Context: an optimization exercise on an open-source flow, tuned for a short achievable clock period and few clock cycles. The choices shown serve that exercise and are no tape-out recipe. In this exercise RTL edits were held to simulation tests only and were not proved equivalent to the original. The clock cells of run 5 come from the design's own scripts or RTL, not from TritonCTS. No driver is modelled on the clock port, so clock power and skew are understated where the tree is cut down; a real chip needs a root buffer or a tree. Power figures rest on the tool's default switching activity, not on a simulated workload.

## flow/design.v (module list and top-level ports; edited modules follow where they fit)
// module cim_mem: 30 lines
// module mac_engine: 986 lines
// module bus_rx_ctrl: 86 lines
// module patch_proj_ctrl: 47 lines
// module bus_tx_fill: 56 lines
// module cim_node: 114 lines
module cim_node #(
    parameter logic [1:0] NODE_ID = 2'd0
) (
    input  logic clk,
    input  logic rst_n,
    input  logic [3:0] bus_op,
    input  logic [47:0] bus_data,
    input  logic [1:0] bus_target_or_sender,
    output logic [3:0] bus_out_op,
    output logic [47:0] bus_out_data,
    output logic [1:0] bus_out_target_or_sender,
    output logic bus_drive,
    output logic is_ready
);
  // ...
==> flow/flow/run.sh <==
#!/bin/bash
# Standard layout, with timing repair aiming well past the 10 ns constraint
set -euo pipefail
bash standard.sh SETUP_SLACK_MARGIN=7 finish > standard_flow.log 2>&1
==> flow/standard.sh <==
#!/bin/bash
# synth_recipe.tcl (not shown) runs the flow's synth.tcl, then flattens the netlist and writes it again
# the make line also repeats each setting of config.mk as NAME=value (left out here)
make -C /OpenROAD-flow-scripts/flow DESIGN_CONFIG=/design/flow/config.mk WORK_HOME=/design/flow/orfs CLKGATE_MAP_FILE= SYNTH_SCRIPT=/design/flow/synth_recipe.tcl "${@:-finish}"
==> flow/config.mk <==
export PLATFORM = sky130hd
export DESIGN_NAME = cim_node
export DESIGN_NICKNAME = cim_node
export VERILOG_FILES = /design/flow/design.v
export SDC_FILE = /design/flow/constraint.sdc
export NUM_CORES = 4
export LEC_CHECK = 0
export CAP_MARGIN = 20
export CORE_MARGIN = 2
export CORE_UTILIZATION = 40
export PLACE_DENSITY = 0.6
export SLEW_MARGIN = 20
==> flow/constraint.sdc <==
create_clock -name core_clock -period 10.0 [get_ports {clk}]
set_input_delay 2.0000 -clock core_clock [delete_from_list [all_inputs] [get_ports {clk}]]
set_output_delay 2.0000 -clock core_clock [all_outputs]
set_load 0.01 [all_outputs]
==> impl_metrics.toml, run 1 <==
[logic_synthesis]
synth_compound_area_frac = 0.120
avgSynthCellArea_um2 = 12.0
synth_enable_flop_cells = 182
yosys.area_share.simple = 0.0591
synthAdderAreaFrac = 0.105

[power_and_ir_drop]
p_sw_mw = 1.62
power.density_nw_per_um2 = 208
combPwrFrac = 0.211
p_total_mw = 5.38

[finish]
largest_class = "sequential cells"
finalNonFillerCells = 2620
buffer_area_frac = 0.0611
largest_register_ffs = 128
signal_buffers = 166

[worst_hold_path]
worstHoldPathCells = 0
hp-class = "reg -> reg"

[worst_setup_path]
r2r_cells = 11
cp.depth = 1
cp_max_fo = 2
path_class = "reg -> out"
path_cells = "buf_6"

[grt]
grt_usage = 0.193

[sta]
fin_crit_sh = 0.304
hold_viol = 0
worstMarginPinSlew_ns = 1.02

[floorplanning]
core_um2 = 53800
die_w_um = 237

[status]
outcome = "no timing/DRC/antenna violations"

[route]
wl_per_cell_um = 20.6
route.met3.wl_um = 2500
Testbench counts, summed over its fixed seeds: cycles 50,848.
==> inputs of run 2 (changes only) <==
==> flow/flow/run.sh (replaced) <==
#!/bin/bash
set -euo pipefail
bash standard.sh SETUP_SLACK_MARGIN=7.4 POST_CTS_TCL="$PWD/flow/post_cts.tcl" finish > standard_flow.log 2>&1
==> flow/flow/post_cts.tcl (new file) <==
proc remove_clock_root { port_name max_loads } {
  set block [ord::get_db_block]
  set clk_net [[$block findBTerm $port_name] getNet]
  set its [$clk_net getITerms]
  if {[llength $its] != 1} { puts "remove_clock_root: clock net has [llength $its] loads, kept"; return }
  set root [[lindex $its 0] getInst]
  set out_net [[$root findITerm X] getNet]
  if {$out_net eq "NULL"} { set out_net [[$root findITerm Y] getNet] }
  set loads [$out_net getITerms]
  # loads other than the root's own output pin
  set sinks {}
  foreach it $loads { if {[$it getInst] ne $root} { lappend sinks $it } }
  if {[llength $sinks] > $max_loads} { puts "remove_clock_root: root drives [llength $sinks] pins, kept"; return }
  foreach it $sinks { $it disconnect; $it connect $clk_net }
  puts "remove_clock_root: removed [$root getName], clock port now drives [llength $sinks] pins"
  odb::dbInst_destroy $root
  odb::dbNet_destroy $out_net
}

remove_clock_root clk 4
==> run 2 against run 1 <==
Net effect: hold slack worse by 0.0052 ns; sequential cell count unchanged; critical path depth up 10; first-iteration DRC count down 4.2%; largest power group unchanged; highest routed layer unchanged.
==> impl_metrics.toml, run 2 <==
[status]
outcome = "no timing/DRC/antenna violations"

[logic_synthesis]
synth_top_area_cell = "edfxtp_1"
yosysSeqAreaShare = 0.493
ys_top_cells_by_area = "edfxtp_1 (25%), dfxtp_1 (24%), fa_1 (6.7%), mux2_2 (5.7%), xnor2_1 (4.2%)"
synth-seq-cells = 444
syn_area_um2 = 21700
synth_enable_flop_cells = 182
synth.top_cells.by_count = "dfxtp_1 (262), edfxtp_1 (182), mux2_2 (111)"
netlist_instances = 1807
async_reset_ff_frac = 0
synth_top_area_frac = 0.251
yosysWarningCount = 6
yosys_most_used_dff = "dfxtp_1"
yosysMostFrequentCell = "dfxtp_1"
avgSynthCellArea_um2 = 12.0
synth_cell_types = 65

[grt]
grt_first_pass_wirelength_um = 85300
grt_overflow = 0
grt_usage = 0.194
grt_pass1_vias = 14674
grt_max_degree = 33
grt_antenna_before_repair = 3

[route]
wl_per_cell_um = 21.0
viasPerCell = 5.47
final_antenna_net_count = 0
drc_errors = 0
drt-initial-drc-count = 1047
first_pass_iters = 5
vias = 14567
wl_um = 56000

[place]
port_buffers = 106
hpwl_um = 37300
routabilityCongestion = 0.836

[floorplanning]
io_pins = 112
die_w_um = 237
core_um2 = 53800
fp.dieArea_um2 = 56200
dieHeight_um = 237
rows = 85
start_util = 0.404

[worst_setup_path]
cp-end-kind = "flop"
path_class = "reg -> reg"
cp_max_fo = 4
r2r_cells = 11
rr_endpoint = "u_patch_proj_ctrl.acc[15]"
crit_start = "u_mac_engine.r1_12_2"
crit_end = "u_patch_proj_ctrl.acc[15]"
r2r_slack_ns = 7.01
crit_required_ns = 10.29
cp-start-kind = "flop"
r2r-start = "u_mac_engine.r1_12_2"
arrival_ns = 3.29

[finish]
multi_input_area_um2 = 11200
most-common-layout-cells = "dfxtp_1 (216), edfxtp_1 (182), xnor2_1 (101)"
regMostFlops = "u_cim_mem.kern"
drive_gt1_frac = 0.307
num-fill-cells = 4643
reg_top3 = "u_cim_mem.kern (128), u_bus_tx_fill.bus_out_data (48)"
largest_register_ffs = 128
nets = 2121
layout_commonest_cell = "dfxtp_1"
syn2layout_area_growth_pct = 24.7
regArea_um2 = 10800

[cts]
cts_tree = "built"
cts.sinks = 444
clkLatencyLatePin_ns = 0.40
path_clk_slew_ns = 0.06

[sta]
fin_crit_sh = 0.299
rsz0062_at_grt = "yes"
fin_setup_tns_ns = 0
slew_headroom = 0.300
worstMarginPinSlew_ns = 1.05
fin_skew_ns = 0.0245
fin_crit_ns = 2.99
max_freq_ghz = 0.334
drv_slew = 0
whs_ns = 0.354
hold_viol = 0
setup_violations = 0

[worst_hold_path]
hp-class = "reg -> reg"

[power_and_ir_drop]
power.density_nw_per_um2 = 202
irDropWorstVdd_mv = 0.145
p_leak_nw = 10.8

[flow_run]
maxCapViolCount = 0
run 2: cell counts after synthesis:
Identical to the previous run, type by type.
run 2: metal layers:
metal,up-vias,track usage,share of wire
met2,405,0.345,0.50
met3,107,0.0263,0.043
met4,0,0.0738,0.032
met1,7308,0.240,0.42
li1,6747,-,-
met5,-,0,0
run 2: how the worst min path moves through the flow:
stage                                         start                            to  slack, ns  depth (start not counted)
after floorplan                 u_bus_rx_ctrl.ng[0]           u_mac_engine.r1_0_1       0.33                          0
after global placement    u_bus_rx_ctrl.word_idx[3]  u_patch_proj_ctrl.patch_q[0]       0.34                          0
after detailed placement  u_bus_rx_ctrl.word_idx[4]  u_patch_proj_ctrl.patch_q[1]       0.34                          0
after global routing      u_bus_rx_ctrl.word_idx[4]  u_patch_proj_ctrl.patch_q[1]       0.35                          0
final                     u_bus_rx_ctrl.word_idx[3]  u_patch_proj_ctrl.patch_q[0]       0.35                          0
run 2: area by class of cell:
| class | count | area share |
|---|---|---|
| multi-input combinational | 1122 | 0.412 |
| timing repair buffer | 209 | 0.0834 |
| clock buffer | 68 | 0.0514 |
| timing repair inverter | 1 | 0.000277 |
| tap | 696 | 0.0321 |
| inverter | 103 | 0.0145 |
| clock inverter | 18 | 0.00877 |
| antenna | 1 | 0.0000923 |
| sequential | 444 | 0.397 |
run 2: power breakdown:
part / switching (mW) / internal (mW) / total, mW
clock: 0.696 / 1.08 / 1.77
combinational: 0.646 / 0.634 / 1.28
sequential: 0.324 / 2.10 / 2.43
run 2: per-stage QoR:
stage               std cells  power [mW]  area [um2]  setup slack (ns)  utilization
floorplan                1811        3.08       22300              6.95            -
global placement         2484        3.43       23500              5.81        0.436
detailed placement       2484        3.46       23500              5.78        0.436
global route             2661        5.74       27100              6.90        0.504
finish                   2662        5.48       27100              7.01        0.504
run 2: worst max-delay path, cell delays in order, from the launching register on:
cell and delay, ns:
dfxtp_2 0.32, fa_1 0.52, inv_1 0.05, fa_1 0.52, inv_2 0.05, ha_4 0.17, a2111oi_4 0.38, a21oi_4 0.14
nor3_4 0.26, o21ai_4 0.11, o31a_1 0.27, xnor2_1 0.13
run 2: cell families (layout without fill, tap and decap cells):
| group | count (synthesis) | in the layout | share of synthesized area |
|---|---|---|---|
| flops | 444 | 444 | 0.493 |
| compound gates | 355 | 355 | 0.120 |
| simple gates | 258 | 259 | 0.0591 |
| buf+inv | 246 | 399 | 0.0454 |
| fa+ha+maj | 138 | 138 | 0.105 |
| xor+xnor | 147 | 147 | 0.0592 |
| other cells | 1 | 6 | 0.000173 |
| mux | 218 | 218 | 0.119 |
==> inputs of run 3 (changes only) <==
==> flow/flow/run.sh (replaced) <==
#!/bin/bash
set -euo pipefail
bash standard.sh SETUP_SLACK_MARGIN=7.2 POST_CTS_TCL="$PWD/flow/post_cts.tcl" finish > standard_flow.log 2>&1
==> run 3 against run 2 <==
Net effect: still clean; sequential power about the same; total power grew 0.91%; register-to-register slack improved by 0.05 ns; critical path depth did not move; die area is the same; fmax rose by 1.7%; synthesized cell count unchanged; critical endpoint is now u_patch_proj_ctrl.acc[12].
==> impl_metrics.toml, run 3 <==
[sta]
drv_slew = 0
fin_setup_tns_ns = 0
hold_viol = 0
worstMarginPinSlew_ns = 1.10
setup_violations = 0
fin_crit_sh = 0.295
slew_headroom = 0.267
max_freq_ghz = 0.339
fin_crit_ns = 2.95
whs_ns = 0.355
fin_skew_ns = 0.0416
rsz0062_at_grt = "yes"
setup_ws_ns = 7.05

[logic_synthesis]
yosysSeqAreaShare = 0.493
ys_top_cells_by_area = "edfxtp_1 (25%), dfxtp_1 (24%), fa_1 (6.7%), mux2_2 (5.7%), xnor2_1 (4.2%)"
synth_top_area_cell = "edfxtp_1"
avgSynthCellArea_um2 = 12.0
async_reset_ff_frac = 0
netlist_instances = 1807
yosysWarningCount = 6
synth_top_area_frac = 0.251
synth-seq-cells = 444
yosysMostFrequentCell = "dfxtp_1"
yosys_most_used_dff = "dfxtp_1"
synth_enable_flop_cells = 182
synth_cell_types = 65
synth.top_cells.by_count = "dfxtp_1 (262), edfxtp_1 (182), mux2_2 (111)"
syn_area_um2 = 21700

[floorplanning]
start_util = 0.404
fp.dieArea_um2 = 56200
io_pins = 112
rows = 85
core_um2 = 53800
die_w_um = 237
dieHeight_um = 237

[route]
first_pass_iters = 6
final_antenna_net_count = 0
vias = 14488
drt-initial-drc-count = 919
drc_errors = 0
viasPerCell = 5.44
wl_per_cell_um = 21.1
wl_um = 56100

[grt]
grt_overflow = 0
grt_usage = 0.194
grt_antenna_before_repair = 1
grt_max_degree = 54
grt_first_pass_wirelength_um = 85300
grt_pass1_vias = 14619

[cts]
cts.sinks = 444
path_clk_slew_ns = 0.06
clkLatencyLatePin_ns = 0.42
cts_tree = "built"

[power_and_ir_drop]
irDropWorstVdd_mv = 0.151
power.density_nw_per_um2 = 207
p_leak_nw = 10.7

[finish]
num-fill-cells = 4663
drive_gt1_frac = 0.269
nets = 2118
syn2layout_area_growth_pct = 22.8
largest_register_ffs = 128
antennaDiodeCount = 0
layout_commonest_cell = "dfxtp_1"
reg_top3 = "u_cim_mem.kern (128), u_bus_tx_fill.bus_out_data (48)"
regMostFlops = "u_cim_mem.kern"
stdcell_area_um2 = 26700
most-common-layout-cells = "dfxtp_1 (223), edfxtp_1 (182), xnor2_1 (102)"

[worst_setup_path]
path_buf_inv = 2
cp_slowest_cell = "fa_1"
crit_required_ns = 10.28
max_stage_delay_ns = 0.54
rr_endpoint = "u_patch_proj_ctrl.acc[12]"
r2r_slack_ns = 7.05
cp-start-kind = "flop"
r2r_cells = 11
path_class = "reg -> reg"
path_delay_family = "adder cells"
r2r-start = "u_mac_engine.r1_11_2"
path_cells = "fa_1, inv_2, fa_1, inv_2, ha_4, a2111oi_4, a21oi_4, a41oi_2, o21ai_2, a311oi_2, nor2_1"
cp_max_fo = 3
arrival_ns = 3.23
cp-end-kind = "flop"

[place]
post-place-ws_ns = 5.83
port_buffers = 106
hpwl_um = 38400
place_area_um2 = 23500
routabilityCongestion = 0.859

[worst_hold_path]
hp-class = "reg -> reg"
worstHoldPathCells = 0
hold_path_startpoint = "u_bus_rx_ctrl.word_idx[4]"
hold_path_end = "u_patch_proj_ctrl.patch_q[1]"

[flow_run]
maxCapViolCount = 0

[status]
outcome = "no timing/DRC/antenna violations"
==> run 3: cell count changes in the layout (fill, tap and decap cells not counted), moves of 8 or more <==
cell | previous run | this run
a21oi_1 | 56 | 71
a21oi_2 | 27 | 13
buf_4 | 62 | 72
buf_6 | 49 | 39
mux2i_2 | 12 | 3
nor2_1 | 68 | 83
nor2_4 | 15 | 3
o22ai_1 | 6 | 14
o22ai_2 | 11 | 3
==> run 3: metal layers <==
metal  global-route usage  vias to the layer above  share of wire
met4               0.0703                        0          0.037
met3               0.0253                      111          0.050
met2                0.337                      429           0.49
met1                0.248                     7213           0.42
met5                    0                        -              0
li1                     -                     6735              -
==> run 3: metrics by stage <==
| stage | power, mW | util | instances |
|---|---|---|---|
| final | 5.53 | 0.496 | 2661 |
| after global routing | 5.80 | 0.496 | 2661 |
| after detailed placement | 3.45 | 0.436 | 2492 |
| after global placement | 3.42 | 0.436 | 2492 |
| after floorplan | 3.05 | - | 1811 |
==> run 3: cell type report <==
class                      instances  area [um2]  area share
timing repair inverter             1        7.51    0.000281
clock inverter                    19         255     0.00956
multi-input combinational       1122       10800       0.406
tap                              696         871      0.0326
inverter                         103         390      0.0146
clock buffer                      72        1470      0.0551
timing repair buffer             204        2110      0.0789
sequential                       444       10800       0.403
==> run 3: how the worst max path moves through the flow <==
stage | start | endpoint | slack [ns] | depth (start not counted)
after detailed placement | bus_data[17] | u_bus_tx_fill.bus_out_data[35] | 5.83 | 5
after floorplan | bus_data[1] | u_bus_tx_fill.bus_out_data[37] | 6.95 | 5
after global placement | bus_data[17] | u_bus_tx_fill.bus_out_data[33] | 5.84 | 5
final | u_mac_engine.r1_11_2 | u_patch_proj_ctrl.acc[12] | 7.05 | 11
after global routing | u_mac_engine.r1_11_2 | u_patch_proj_ctrl.acc[15] | 6.95 | 11
==> run 3: cell families after synthesis <==
logic type	after synthesis	synth area share
simple gates	258	0.0591
xor+xnor	147	0.0592
buf+inv	246	0.0454
mux	218	0.119
flops	444	0.493
fa+ha+maj	138	0.105
other cells	1	0.000173
compound gates	355	0.120
==> run 3: power by group <==
group / leakage [nW] / switching, mW / internal (mW) / total (mW)
Clock: 0.858 / 0.723 / 1.13 / 1.85
Combinational: 6.05 / 0.645 / 0.621 / 1.27
Sequential: 3.82 / 0.308 / 2.11 / 2.41
==> run 3: worst reg2reg max path: stages, from the launching register on <==
cell and delay [ns]:
dfxtp_2 0.32, fa_1 0.54, inv_2 0.04, fa_1 0.51
inv_2 0.05, ha_4 0.17, a2111oi_4 0.38, a21oi_4 0.13
a41oi_2 0.25, o21ai_2 0.13, a311oi_2 0.25, nor2_1 0.07
==> inputs of run 4 (changes only) <==
==> flow/flow/run.sh (replaced) <==
#!/bin/bash
set -euo pipefail
bash standard.sh ADDER_MAP_FILE= SETUP_SLACK_MARGIN=7.3 POST_CTS_TCL="$PWD/flow/post_cts.tcl" finish > standard_flow.log 2>&1
==> run 4 against run 3 <==
Net effect: fmax down 7.4%; hold slack lost 0.0027 ns; first-iteration DRC count up 17%; still clean on timing, DRC and antenna; synthesized cell count increased by 14%; critical path type unchanged; clock power hardly changed; global-route usage is 0.38 points higher; final cell count grew 12%; sequential share of layout area decreased by 1.8 points; largest cell class unchanged; critical path depth up 2; combinational power barely moved.
==> impl_metrics.toml, run 4 <==
[status]
outcome = "no timing/DRC/antenna violations"

[cts]
clkLatencyLatePin_ns = 0.41
cts_tree = "built"
path_clk_slew_ns = 0.06
cts.sinks = 444

[floorplanning]
die_w_um = 241
rows = 86
fp.dieArea_um2 = 58200
core_um2 = 55400
dieHeight_um = 241
io_pins = 112
start_util = 0.406

[sta]
setup_violations = 0
setup_ws_ns = 6.82
fin_skew_ns = 0.0291
max_freq_ghz = 0.314
rsz0062_at_grt = "yes"
slew_headroom = 0.299
hold_viol = 0
fin_crit_ns = 3.18
drv_slew = 0
fin_crit_sh = 0.318
fin_setup_tns_ns = 0
worstMarginPinSlew_ns = 1.05

[worst_setup_path]
arrival_ns = 3.46
path_common_cell = "buf_4"
max_stage_delay_ns = 0.33
path_buf_inv = 2
path_delay_family = "compound AO/OA/AOI/OAI gates"
cp_max_fo = 4
crit_required_ns = 10.28
cp_slowest_cell = "dfxtp_1"
cp-start-kind = "flop"
path_cells = "xor2_2, xnor2_2, buf_4, xnor3_2, a311o_1, nand2_1, o211a_4, a21oi_4, buf_4, maj3_2, o31ai_4, mux2i_1, nor2_1"
cp-end-kind = "flop"
path_class = "reg -> reg"

[logic_synthesis]
synth.top_cells.by_count = "dfxtp_1 (262), xnor2_1 (237), edfxtp_1 (182)"
synth_cell_types = 73
synth-seq-cells = 444
synth_top_area_frac = 0.243
yosysMostFrequentCell = "dfxtp_1"
synth_top_area_cell = "edfxtp_1"
yosysWarningCount = 6
async_reset_ff_frac = 0
yosys_most_used_dff = "dfxtp_1"
netlist_instances = 2052
yosysSeqAreaShare = 0.476
synth_enable_flop_cells = 182
syn_area_um2 = 22500
ys_top_cells_by_area = "edfxtp_1 (24%), dfxtp_1 (23%), xnor2_1 (9.2%), mux2_2 (6.5%), mux2i_1 (3.5%)"
avgSynthCellArea_um2 = 11.0

[power_and_ir_drop]
p_leak_nw = 10.1
p_total_mw = 5.54
power.density_nw_per_um2 = 198
irDropWorstVdd_mv = 0.163

[place]
port_buffers = 106
routabilityCongestion = 0.864
post-place-ws_ns = 5.60
hpwl_um = 40300

[grt]
grt_antenna_before_repair = 2
grt_first_pass_wirelength_um = 89700
grt_pass1_vias = 15669
grt_overflow = 0
grt_max_degree = 48
grt_usage = 0.198

[route]
wl_um = 60100
wl_per_cell_um = 20.2
drc_errors = 0
first_pass_iters = 5
viasPerCell = 5.48
vias = 16286
final_antenna_net_count = 0
drt-initial-drc-count = 1073

[finish]
final_core_util = 0.504
regMostFlops = "u_cim_mem.kern"
antennaDiodeCount = 0
drive_gt1_frac = 0.277
num-fill-cells = 4810
syn2layout_area_growth_pct = 24.2
largest_register_ffs = 128
most-common-layout-cells = "dfxtp_1 (233), xnor2_1 (232), edfxtp_1 (182)"
reg_top3 = "u_cim_mem.kern (128), u_bus_tx_fill.bus_out_data (48)"
regArea_um2 = 10800
nets = 2240
layout_commonest_cell = "dfxtp_1"
multi_input_area_um2 = 12100

[worst_hold_path]
hp-class = "reg -> reg"

[flow_run]
maxCapViolCount = 0
run 4: cell types whose count changed in the layout (fill, tap and decap cells not counted), moves of 19 or more:
cell / before / now
mux2_2: 94 / 114
mux2_1: 25 / 0
ha_1: 49 / 0
nand2_1: 52 / 76
maj3_1: 0 / 57
inv_1: 92 / 27
xnor2_1: 102 / 232
fa_1: 72 / 0
a211oi_1: 1 / 20
o21ai_0: 32 / 56
run 4: report_power, final:
group          internal (mW)  switching [mW]  leakage [nW]
Sequential              2.09           0.296          3.81
Clock                   1.15           0.727         0.842
Combinational          0.612           0.667          5.48
Total                   3.85            1.69          10.1
run 4: stage by stage:
stage / hold WS, ns / instance area [um2] / std cells
floorplan: 0.329 / 23000 / 2056
global placement: 0.342 / 24400 / 2787
detailed placement: 0.338 / 24400 / 2787
global route: 0.355 / 27900 / 2972
finish: 0.353 / 27900 / 2972
run 4: layout make-up:
type,count,share of cell area
clock inverter,23,0.0109
tap,748,0.0335
multi-input combinational,1423,0.431
clock buffer,67,0.0504
sequential,444,0.385
timing repair buffer,229,0.0834
inverter,38,0.00573
run 4: final timing paths:
path | to | slack [ns] | start | cells after the start
max | u_patch_proj_ctrl.acc[10] | 6.82 | u_mac_engine.r1_13_0 | 13
min | u_patch_proj_ctrl.patch_q[0] | 0.35 | u_bus_rx_ctrl.word_idx[3] | 0
max reg2reg | u_patch_proj_ctrl.acc[10] | 6.82 | u_mac_engine.r1_13_0 | 13
min reg2reg | u_patch_proj_ctrl.patch_q[0] | 0.35 | u_bus_rx_ctrl.word_idx[3] | 0
run 4: per-layer routing:
layer | share of wire | track usage
met5 | 0 | 0
met4 | 0.032 | 0.0715
met3 | 0.040 | 0.0224
met2 | 0.52 | 0.359
met1 | 0.41 | 0.242
run 4: kinds of logic after synthesis:
| group | Yosys count | synth area share |
|---|---|---|
| DFF | 444 | 0.476 |
| and+or+nand+nor | 374 | 0.0814 |
| adders and majority gates | 62 | 0.0276 |
| AOI/OAI and AO/OA | 444 | 0.138 |
| other | 1 | 0.000167 |
| muxes | 227 | 0.118 |
| buffers and inverters | 191 | 0.0331 |
| xor gates and xnor gates | 309 | 0.126 |
==> module patch_proj_ctrl, before the edit <==
module patch_proj_ctrl (
    input  logic clk,
    input  logic rst_n,
    input  logic load_start,
    input  logic word_v,
    input  logic [4:0] word_idx,
    input  logic [15:0] acc_next,     
    input  logic [15:0] bias,
    output logic [15:0] base,
    output logic [15:0] res0,
    output logic [15:0] res1,
    output logic [15:0] res2,
    output logic [15:0] res3,
    output logic is_ready
);
    logic v_q;
    logic first_q;
    logic [1:0] patch_q;
    logic [15:0] acc;
    assign base = (v_q && first_q) ? bias : acc;
    assign res3 = acc;
    always_ff @(posedge clk) begin
        first_q <= (word_idx[2:0] == 3'd0);
        patch_q <= word_idx[4:3];
        acc <= acc_next;
        if (v_q && first_q) begin
            case (patch_q)
                2'd1: res0 <= acc;
                2'd2: res1 <= acc;
                2'd3: res2 <= acc;
                default: begin
                end
            endcase
        end
        if (!rst_n) begin
            v_q <= 1'b0;
            is_ready <= 1'b0;
        end else begin
            v_q <= word_v;
            if (load_start) begin
                is_ready <= 1'b0;
            end else if (word_v && word_idx == 5'd31) begin
                is_ready <= 1'b1;
            end
        end
    end
endmodule
==> inputs of run 5 (changes only) <==
--- a/flow/design.v
+++ b/flow/design.v
@@ -1137,7 +1137,7 @@
     input  logic [4:0] word_idx,
     input  logic [15:0] acc_next,     
     input  logic [15:0] bias,
-    output logic [15:0] base,
+    output logic [15:0] base,         
     output logic [15:0] res0,
     output logic [15:0] res1,
     output logic [15:0] res2,
@@ -1148,12 +1148,12 @@
     logic first_q;
     logic [1:0] patch_q;
     logic [15:0] acc;
-    assign base = (v_q && first_q) ? bias : acc;
     assign res3 = acc;
     always_ff @(posedge clk) begin
         first_q <= (word_idx[2:0] == 3'd0);
         patch_q <= word_idx[4:3];
         acc <= acc_next;
+        base <= (word_v && word_idx[2:0] == 3'd0) ? bias : acc_next;
         if (v_q && first_q) begin
             case (patch_q)
                 2'd1: res0 <= acc;
==> flow/flow/run.sh (replaced) <==
#!/bin/bash
# Standard layout, with timing repair aiming well past the 10 ns constraint, and the clock
# tree rebuilt after CTS as two buffer levels (the clock port drives four root buffers, each
# feeding the leaf buffers of its region; leaf buffers drive ~18 flip-flops each).
set -euo pipefail
bash standard.sh SETUP_SLACK_MARGIN=7.2 POST_CTS_TCL="$PWD/flow/post_cts.tcl" finish > standard_flow.log 2>&1
==> flow/flow/post_cts.tcl (replaced) <==
# Rebuild the clock tree as two buffer levels: the clock port drives NROOT root buffers, each
# driving the leaf buffers of its region; each leaf buffer drives a cluster of nearby
# flip-flop clock pins. Every register sees the same two buffer levels.
proc ct_kmeans { pts K iters } {
  # pts: list of {x y}; returns list of cluster index per point (size-capped assignment)
  set n [llength $pts]
  set sorted [lsort -integer -index 0 [lmap p $pts {lindex $p 0}]]
  set order [lsort -integer -indices [lmap p $pts {lindex $p 0}]]
  set cx {}; set cy {}
  for {set k 0} {$k < $K} {incr k} {
    set p [lindex $pts [lindex $order [expr {int(($k + 0.5) * $n / $K)}]]]
    lappend cx [lindex $p 0]; lappend cy [lindex $p 1]
  }
  set cap [expr {int(ceil(1.1 * $n / $K))}]
  for {set it 0} {$it < $iters} {incr it} {
    set pairs {}
    for {set i 0} {$i < $n} {incr i} {
      set p [lindex $pts $i]
      for {set k 0} {$k < $K} {incr k} {
        lappend pairs [list [expr {abs([lindex $p 0] - [lindex $cx $k]) + abs([lindex $p 1] - [lindex $cy $k])}] $i $k]
      }
    }
    set pairs [lsort -integer -index 0 $pairs]
    array unset asg; array unset cnt
    for {set k 0} {$k < $K} {incr k} { set cnt($k) 0; set sx($k) 0; set sy($k) 0 }
    foreach pr $pairs {
      lassign $pr d i k
      if {[info exists asg($i)] || $cnt($k) >= $cap} continue
      set asg($i) $k; incr cnt($k)
      set p [lindex $pts $i]
      set sx($k) [expr {$sx($k) + [lindex $p 0]}]; set sy($k) [expr {$sy($k) + [lindex $p 1]}]
    }
    for {set k 0} {$k < $K} {incr k} {
      if {$cnt($k) > 0} { lset cx $k [expr {$sx($k) / $cnt($k)}]; lset cy $k [expr {$sy($k) / $cnt($k)}] }
    }
  }
  set res {}
  for {set i 0} {$i < $n} {incr i} { lappend res $asg($i) }
  return [list $res $cx $cy]
}

proc ct_place { inst x y } {
  set m [$inst getMaster]
  $inst setLocation [expr {int($x - [$m getWidth] / 2)}] [expr {int($y - [$m getHeight] / 2)}]
  $inst setPlacementStatus PLACED
}

proc rebuild_clock_tree { port_name per_leaf nroot buf } {
  set block [ord::get_db_block]
  set db [ord::get_db]
  set port_net [[$block findBTerm $port_name] getNet]
  # Walk the existing tree: clock pins are sinks, every other cell on it is tree
  set queue [list $port_net]
  set sinks {}
  set tree_insts {}
  set tree_nets {}
  while {[llength $queue]} {
    set net [lindex $queue 0]; set queue [lrange $queue 1 end]
    foreach it [$net getITerms] {
      if {[$it isOutputSignal]} continue
      set inst [$it getInst]
      if {[[$it getMTerm] getName] eq "CLK"} { lappend sinks $it; continue }
      if {[lsearch -exact $tree_insts $inst] >= 0} continue
      lappend tree_insts $inst
      foreach ot [$inst getITerms] {
        if {[$ot isOutputSignal] && [$ot getNet] ne "NULL"} {
          lappend queue [$ot getNet]; lappend tree_nets [$ot getNet]
        }
      }
    }
  }
  set pts {}
  foreach it $sinks {
    set bb [[$it getInst] getBBox]
    lappend pts [list [expr {([$bb xMin] + [$bb xMax]) / 2}] [expr {([$bb yMin] + [$bb yMax]) / 2}]]
    $it disconnect
  }
  foreach inst $tree_insts { foreach it [$inst getITerms] { if {[$it getNet] ne "NULL"} { $it disconnect } } ; odb::dbInst_destroy $inst }
  foreach net $tree_nets { odb::dbNet_destroy $net }
  set n [llength $sinks]
  set K [expr {max($nroot, int(round(double($n) / $per_leaf)))}]
  lassign [ct_kmeans $pts $K 25] asg lx ly
  set lpts {}
  for {set k 0} {$k < $K} {incr k} { lappend lpts [list [lindex $lx $k] [lindex $ly $k]] }
  lassign [ct_kmeans $lpts $nroot 25] rasg rx ry
  set master [$db findMaster $buf]
  set rnets {}
  for {set r 0} {$r < $nroot} {incr r} {
    set inst [odb::dbInst_create $block $master "clkbuf_root_$r"]
    ct_place $inst [lindex $rx $r] [lindex $ry $r]
    set net [odb::dbNet_create $block "clknet_root_$r"]
    $net setSigType CLOCK
    [$inst findITerm A] connect $port_net
    [$inst findITerm X] connect $net
    lappend rnets $net
  }
  set lnets {}
  for {set k 0} {$k < $K} {incr k} {
    set inst [odb::dbInst_create $block $master "clkbuf_leaf_$k"]
    ct_place $inst [lindex $lx $k] [lindex $ly $k]
    set net [odb::dbNet_create $block "clknet_leaf_$k"]
    $net setSigType CLOCK
    [$inst findITerm A] connect [lindex $rnets [lindex $rasg $k]]
    [$inst findITerm X] connect $net
    lappend lnets $net
  }
  for {set i 0} {$i < $n} {incr i} { [lindex $sinks $i] connect [lindex $lnets [lindex $asg $i]] }
  puts "rebuild_clock_tree: removed [llength $tree_insts] cells, $n sinks, $K leaf and $nroot root buffers"
}

rebuild_clock_tree clk 18 4 sky130_fd_sc_hd__clkbuf_16
detailed_placement
estimate_parasitics -placement
==> run 5 against run 4 <==
Net effect: fmax down 0.63%; critical endpoint is now u_patch_proj_ctrl.base[12]; critical path type unchanged; clock skew up 0.043 ns; register-to-register slack worse by 0.02 ns; largest power group unchanged; highest routed layer is now met5.
==> impl_metrics.toml, run 5 <==
[status]
outcome = "no timing/DRC/antenna violations"

[grt]
grt_usage = 0.195
grt_first_pass_wirelength_um = 86400
grt_antenna_before_repair = 3
grt_pass1_vias = 14996
grt_max_degree = 54
grt_overflow = 0

[cts]
clkLatencyLatePin_ns = 0.39
cts.sinks = 460
path_clk_slew_ns = 0.07

[sta]
fin_crit_sh = 0.320
max_freq_ghz = 0.312
rsz0062_at_grt = "yes"
fin_setup_tns_ns = 0
fin_crit_ns = 3.20
hold_viol = 0
fin_skew_ns = 0.0720
slew_headroom = 0.297
whs_ns = 0.370
worstMarginPinSlew_ns = 1.05
setup_violations = 0
drv_slew = 0

[worst_setup_path]
path_buf_inv = 2
path_delay_family = "adder cells"
path_cells = "inv_1, fa_1, inv_1, fa_1, ha_4, a21oi_4, o21bai_1, a21o_1, a31o_4, a311o_1, and3_4, mux2_4"
crit_start = "u_mac_engine.r1_15_2"
max_stage_delay_ns = 0.52
arrival_ns = 3.43
path_class = "reg -> reg"
cp_slowest_cell = "fa_1"
r2r-start = "u_mac_engine.r1_15_2"
cp-end-kind = "flop"
cp-start-kind = "flop"
cp_max_fo = 3
crit_required_ns = 10.23

[finish]
antennaDiodeCount = 0
layout_commonest_cell = "dfxtp_1"
regMostFlops = "u_cim_mem.kern"
most-common-layout-cells = "dfxtp_1 (234), edfxtp_1 (182), mux2_2 (132)"
drive_gt1_frac = 0.294
nets = 2202
stdcell_area_um2 = 26700
largest_register_ffs = 128
reg_top3 = "u_cim_mem.kern (128), u_bus_tx_fill.bus_out_data (48)"
finalNonFillerCells = 2754
syn2layout_area_growth_pct = 19.6
num-fill-cells = 4885

[logic_synthesis]
synth-seq-cells = 460
synthAdderAreaFrac = 0.102
netlist_instances = 1897
synth_cell_types = 64
yosys_most_used_dff = "dfxtp_1"
yosysSeqAreaShare = 0.495
yosys.area_share.simple = 0.0635
synth_top_family_by_area = "compound AO/OA/AOI/OAI gates"
synth_enable_flop_cells = 182
synth_top_area_cell = "dfxtp_1"
synth_compound_area_frac = 0.120
yosysWarningCount = 6
ys_top_cells_by_area = "dfxtp_1 (25%), edfxtp_1 (25%), mux2_2 (7.6%), fa_1 (6.6%), xnor2_1 (4.2%)"
synthMuxAreaShare = 0.115
async_reset_ff_frac = 0
avgSynthCellArea_um2 = 11.8
synth_top_area_frac = 0.250
syn_area_um2 = 22300
synth_xor_area_frac = 0.0566
yosysMostFrequentCell = "dfxtp_1"
synth.top_cells.by_count = "dfxtp_1 (278), edfxtp_1 (182), mux2_2 (150)"

[flow_run]
maxCapViolCount = 0

[route]
wl_per_cell_um = 21.3
first_pass_iters = 5
drc_errors = 0
met1_length_um = 25000
drt-initial-drc-count = 1318
viasPerCell = 5.49
final_antenna_net_count = 0
dr_wl_met2_um = 28900
top_layer = "met5"
wl_um = 58700
route.met3.wl_um = 2770
vias = 15120

[floorplanning]
start_util = 0.405
dieHeight_um = 240
die_w_um = 240
fp.dieArea_um2 = 57600
core_um2 = 55100
rows = 86
io_pins = 112

[power_and_ir_drop]
p_total_mw = 5.17
p_int_mw = 3.50
p_leak_nw = 10.4
power.density_nw_per_um2 = 194
combPwrFrac = 0.301
clkPwrFrac = 0.214
p_sw_mw = 1.67
irDropWorstVdd_mv = 0.132
seqPwrFrac = 0.485
swShare = 0.322

[place]
port_buffers = 106
place_area_um2 = 24100
routabilityCongestion = 0.846
dp.cells = 2624
hpwl_um = 39100

[worst_hold_path]
hold_path_startpoint = "u_bus_rx_ctrl.word_cnt[4]"
hp-class = "reg -> reg"
[run 5: cell count changes after synthesis, sizes merged, moves of 17 or more]
cell and delta:
ha +65, mux2i -36, nand2 -20, inv +92, fa +73, xnor2 -130, a211oi -18, xor2 -26
o21ai -23, maj3 -62, mux2 +25, and2 -17
[run 5: power by group through the flow]
stage                     clock (mW)  sequential, mW  combinational, mW
after global routing            1.19            2.53               1.69
after detailed placement           0            2.53               1.18
final                           1.11            2.51               1.55
after global placement             0            2.52               1.16
after floorplan                    0            2.37              0.887
[run 5: area by class of cell]
cell class / count / area (um2) / area share
multi-input combinational: 1174 / 11200 / 0.420
inverter: 124 / 475 / 0.0178
tap: 748 / 936 / 0.0351
buffer: 30 / 751 / 0.0282
timing repair buffer: 217 / 2210 / 0.0829
timing repair inverter: 1 / 7.51 / 0.000282
sequential: 460 / 11100 / 0.416
[run 5: path summary, 6_finish.rpt]
kind	endpoint	slack [ns]	cells after the start
hold / removal	u_bus_rx_ctrl.word_idx[4]	0.37	0
hold reg to reg	u_bus_rx_ctrl.word_idx[4]	0.37	0
setup / recovery	u_patch_proj_ctrl.base[12]	6.80	12
setup reg to reg	u_patch_proj_ctrl.base[12]	6.80	12
[run 5: per-stage QoR]
stage,setup slack (ns),util
floorplan,6.92,-
global placement,5.84,0.437
detailed placement,5.78,0.437
global route,6.70,0.484
finish,6.80,0.484
[run 5: logic make-up (layout without fill, tap and decap cells)]
family                     Yosys count  count (layout)
AOI/OAI and AO/OA                  376             376
xor gates and xnor gates           144             144
adders and majority gates          138             138
buffers and inverters              269             372
DFF                                460             460
muxes                              216             216
other                                1               5
and+or+nand+nor                    293             295
[run 5: per-layer routing]
layer | GRT usage | up-vias
met3 | 0.0282 | 103
met5 | 0 | -
met4 | 0.0738 | 2
met2 | 0.329 | 439
met1 | 0.253 | 7632
li1 | - | 6944
[run 5: worst register-to-register path: cells and delay by family, from the launching register on]
| kind | cells | cell delay (ns) |
|---|---|---|
| compound gates | 5 | 0.92 |
| buf+inv | 2 | 0.10 |
| mux | 1 | 0.25 |
| fa+ha+maj | 3 | 1.27 |
| simple gates | 1 | 0.20 |
| flops | 1 | 0.31 |
Testbench counts of run 5, summed over its fixed seeds: cycles 50,848.

[separate check: timing with driven ports]
How much do the figures lean on ideal ports? The routed layouts below were timed once more, with nothing changed but the port constraints.
Step 1 sets driving cells, clkbuf_16 on the clock port and buf_2 on the other inputs (assumed; they add their load-dependent delay and slew).
Step 2, shift: input delay + t, output delay - t, t = (earliest + latest rising clock arrival at the registers) / 2. This alone moves slack from input paths to output paths.
Slacks: ideal / step 1 / step 2; pairs: ideal / step 1.
run | t, ns | slack for setup (ns) | latest minus earliest clock arrival (ns)
run 1 | 0.643 | 6.957 / 6.899 / 6.416 | 0.022 / 0.022
run 2 | 0.512 | 7.005 / 7.005 / 6.738 | 0.025 / 0.025
run 3 | 0.517 | 7.054 / 7.015 / 6.772 | 0.044 / 0.044
run 4 | 0.516 | 6.818 / 6.818 / 6.658 | 0.030 / 0.029
run 5 | 0.470 | 6.798 / 6.798 / 6.639 | 0.081 / 0.080
After both steps every run listed still meets setup and hold. For run 1, which loses most, drivers alone change the setup slack by -0.058 ns; drivers and shift together by -0.541 ns.
